Context: an optimization exercise on an open-source flow, tuned for small area. The choices shown serve that exercise and are no tape-out recipe.
Function was checked by simulation only, so behaviour that the tests miss may differ from the original.
Power and IR drop assume default switching activity.

==> flow/design.v (excerpt) <==
module pe_operand_stage #(
    parameter  int unsigned DATA_WIDTH    = 32,
    parameter  int unsigned N_IN          = 4,
    parameter  int unsigned CONTEXT_DEPTH = 16,
    localparam int unsigned AW            = $clog2(CONTEXT_DEPTH),
    localparam int unsigned IIW           = AW + 1,
    localparam int unsigned OW            = DATA_WIDTH + 1
) (
    input  logic                    clk,
    input  logic                    reset,
    input  logic                    run,
    input  logic                    stall,
    input  logic [IIW-1:0]          ii,
    input  logic                    cfg_we,
    input  logic [AW-1:0]           cfg_addr,
    input  logic [pe_cfg_pkg::CFG_W-1:0] cfg_data,
    input  logic [N_IN-1:0][OW-1:0] net_in,
    input  logic [DATA_WIDTH-1:0]   alu_fb,
    output logic [5:0]              alu_operation,
    output logic [OW-1:0]           alu_lhs,
    output logic [OW-1:0]           alu_rhs,
    output logic [OW-1:0]           alu_shift,
    output logic [DATA_WIDTH-1:0]   alu_predicate,
    output logic [AW-1:0]           ctx_ptr,
    output logic                    ctx_wrap
);
For scale: ~1900 cells after synthesis, ~930 flip-flops.
clock: 6.0 ns
lec_check: 0
cap_margin: 5
core_margin: 2
core_utilization: 40
slew_margin: 5
synth_hierarchical: 1
synth_minimum_keep_size: 0
standard.sh (not shown) runs the stock make flow with config.mk's settings and CLKGATE_MAP_FILE= SYNTH_SCRIPT=/design/flow/synth_recipe.tcl, a recipe that flattens the netlist after the stock synthesis.
==> flow/flow/run.sh <==
#!/bin/bash
# Layout flow: the standard ORFS flow (standard.sh, unchanged synthesis)
# with these layout knobs:
#  - port buffers use the smallest buffer cell (buf_1) instead of the
#    default pick;
#  - clock tree built from clkbuf_4/clkbuf_8 without dummy loads, with
#    clusters of up to 18 registers.
# All of make's output (each ORFS step also keeps its own log under
# orfs/logs) goes to standard.log in this folder.
set -euo pipefail
bash standard.sh \
  "BUFFER_PORTS_ARGS=-buffer_cell sky130_fd_sc_hd__buf_1" \
  "CTS_ARGS=-sink_clustering_enable -repair_clock_nets -buf_list {sky130_fd_sc_hd__clkbuf_4 sky130_fd_sc_hd__clkbuf_8} -dont_use_dummy_load -sink_clustering_size 18 -sink_clustering_max_diameter 60" \
  finish > standard.log 2>&1
The starting point produced a clean layout.
Then changed:
==> flow/flow/run.sh (replaced) <==
#!/bin/bash
# Layout flow: the standard ORFS flow (standard.sh, unchanged synthesis)
# with these layout knobs:
#  - port buffers use the smallest buffer cell (buf_1) instead of the
#    default pick;
#  - clock tree built from clkbuf_4/clkbuf_8 without dummy loads;
#  - power recovery (downsizing of gates on paths with slack) after global
#    routing.
# All of make's output (each ORFS step also keeps its own log under
# orfs/logs) goes to standard.log in this folder.
set -euo pipefail
bash standard.sh \
  "BUFFER_PORTS_ARGS=-buffer_cell sky130_fd_sc_hd__buf_1" \
  "CTS_ARGS=-sink_clustering_enable -repair_clock_nets -buf_list {sky130_fd_sc_hd__clkbuf_4 sky130_fd_sc_hd__clkbuf_8} -dont_use_dummy_load" \
  RECOVER_POWER=100 \
  finish > standard.log 2>&1
- CAP_MARGIN: 5 -> 20
- SLEW_MARGIN: 5 -> 20
=> Now the flow completed and failed the layout checks on capacitance limit, slew limit. Synthesized cell count is unchanged. Routed wire length increases slightly. Die area is unchanged.
Then changed:
==> flow/flow/run.sh (replaced) <==
#!/bin/bash
# Layout flow: the standard ORFS flow (standard.sh, unchanged synthesis)
# with these layout knobs:
#  - port buffers use the smallest buffer cell (buf_1) instead of the
#    default pick;
#  - clock tree built from clkbuf_4/clkbuf_8 without dummy loads, with
#    clusters of up to 18 registers.
# All of make's output (each ORFS step also keeps its own log under
# orfs/logs) goes to standard.log in this folder.
set -euo pipefail
bash standard.sh \
  "BUFFER_PORTS_ARGS=-buffer_cell sky130_fd_sc_hd__buf_1" \
  "CTS_ARGS=-sink_clustering_enable -repair_clock_nets -buf_list {sky130_fd_sc_hd__clkbuf_4 sky130_fd_sc_hd__clkbuf_8} -dont_use_dummy_load -sink_clustering_size 18 -sink_clustering_max_diameter 60" \
  finish > standard.log 2>&1
With this change the flow finished with timing, DRC and antenna clean.
Setup slack improves by 0.62 ns.
Wire length falls by 1.0%.
Global-route usage decreases by 0.41 points.
Count of clock-buffer cells in the layout drops by 83.
Cell count came out lower by 2.3%.
Synthesized area does not change.
Power is lower by 12%.
Sequential share of layout area grows by 1.6 points.
Via count drops by 2.3%.
Then changed:
- CAP_MARGIN: 20 -> 5
- CORE_UTILIZATION: 40 -> 60
- SLEW_MARGIN: 20 -> 5
=> Routed wire length shrinks by about 6%. Clock skew drops by 0.031 ns. Via count goes up by about 1.2%. Maximum frequency shrinks by about 12%.
Then changed:
==> flow/run.sh (new file) <==
#!/bin/bash
# synth_recipe.tcl (not shown) runs the flow's synth.tcl, then flattens the netlist and writes it again
# the make line also repeats each setting of config.mk as NAME=value (left out here)
make -C /OpenROAD-flow-scripts/flow DESIGN_CONFIG=/design/flow/config.mk WORK_HOME=/design/flow/orfs CLKGATE_MAP_FILE= SYNTH_SCRIPT=/design/flow/synth_recipe.tcl finish
- CAP_MARGIN: 5 -> 20
- CORE_UTILIZATION: 60 -> 40
- CTS_BUF_LIST: not set -> sky130_fd_sc_hd__clkbuf_4 sky130_fd_sc_hd__clkbuf_8
- CTS_CLUSTER_DIAMETER: not set -> 60
- CTS_CLUSTER_SIZE: not set -> 18
- SLEW_MARGIN: 5 -> 20
removed: flow/flow/run.sh
removed: flow/standard.sh
What happened: Sequential power is about the same; clock-buffer cell count went up by 27; total power went up by 9.7%; worst hold slack is worse by 0.0035 ns; first-iteration DRC count is lower by 13%; final area goes up by 8.9%.

[what the ideal ports hide]
The flow's constraints put no driver on any port. The routed layouts listed below were extracted and timed again, unchanged, in two steps. Step 1 (the two cells are an assumption about what drives the block):
set clk [get_ports {clk}]
set_driving_cell -lib_cell sky130_fd_sc_hd__clkbuf_16 $clk
set_driving_cell -lib_cell sky130_fd_sc_hd__buf_2 [delete_from_list [all_inputs] $clk]
Step 2, shift: input delay + t, output delay - t, t = (earliest + latest rising clock arrival at the registers) / 2. This alone moves slack from input paths to output paths. Three values: ideal, step 1, step 2; two values: the first two.
| run | t (ns) | setup slack, ns | slew at the worst register clock pin (ns) |
|---|---|---|---|
| the first run | 0.732 | 1.462 / 1.462 / 0.756 | 0.11 / 0.11 |
| the second run | 0.827 | 0.813 / 0.838 / 0.011 | 0.07 / 0.07 |
| the third run | 0.729 | 1.436 / 1.436 / 0.739 | 0.11 / 0.11 |
| the fourth run | 0.728 | 0.839 / 0.872 / 0.144 | 0.11 / 0.11 |
| the fifth run | 0.744 | 0.926 / 0.960 / 0.217 | 0.11 / 0.11 |
The setup slack of the second run, which loses most, moves by +0.025 ns with the drivers and by -0.802 ns with both steps.
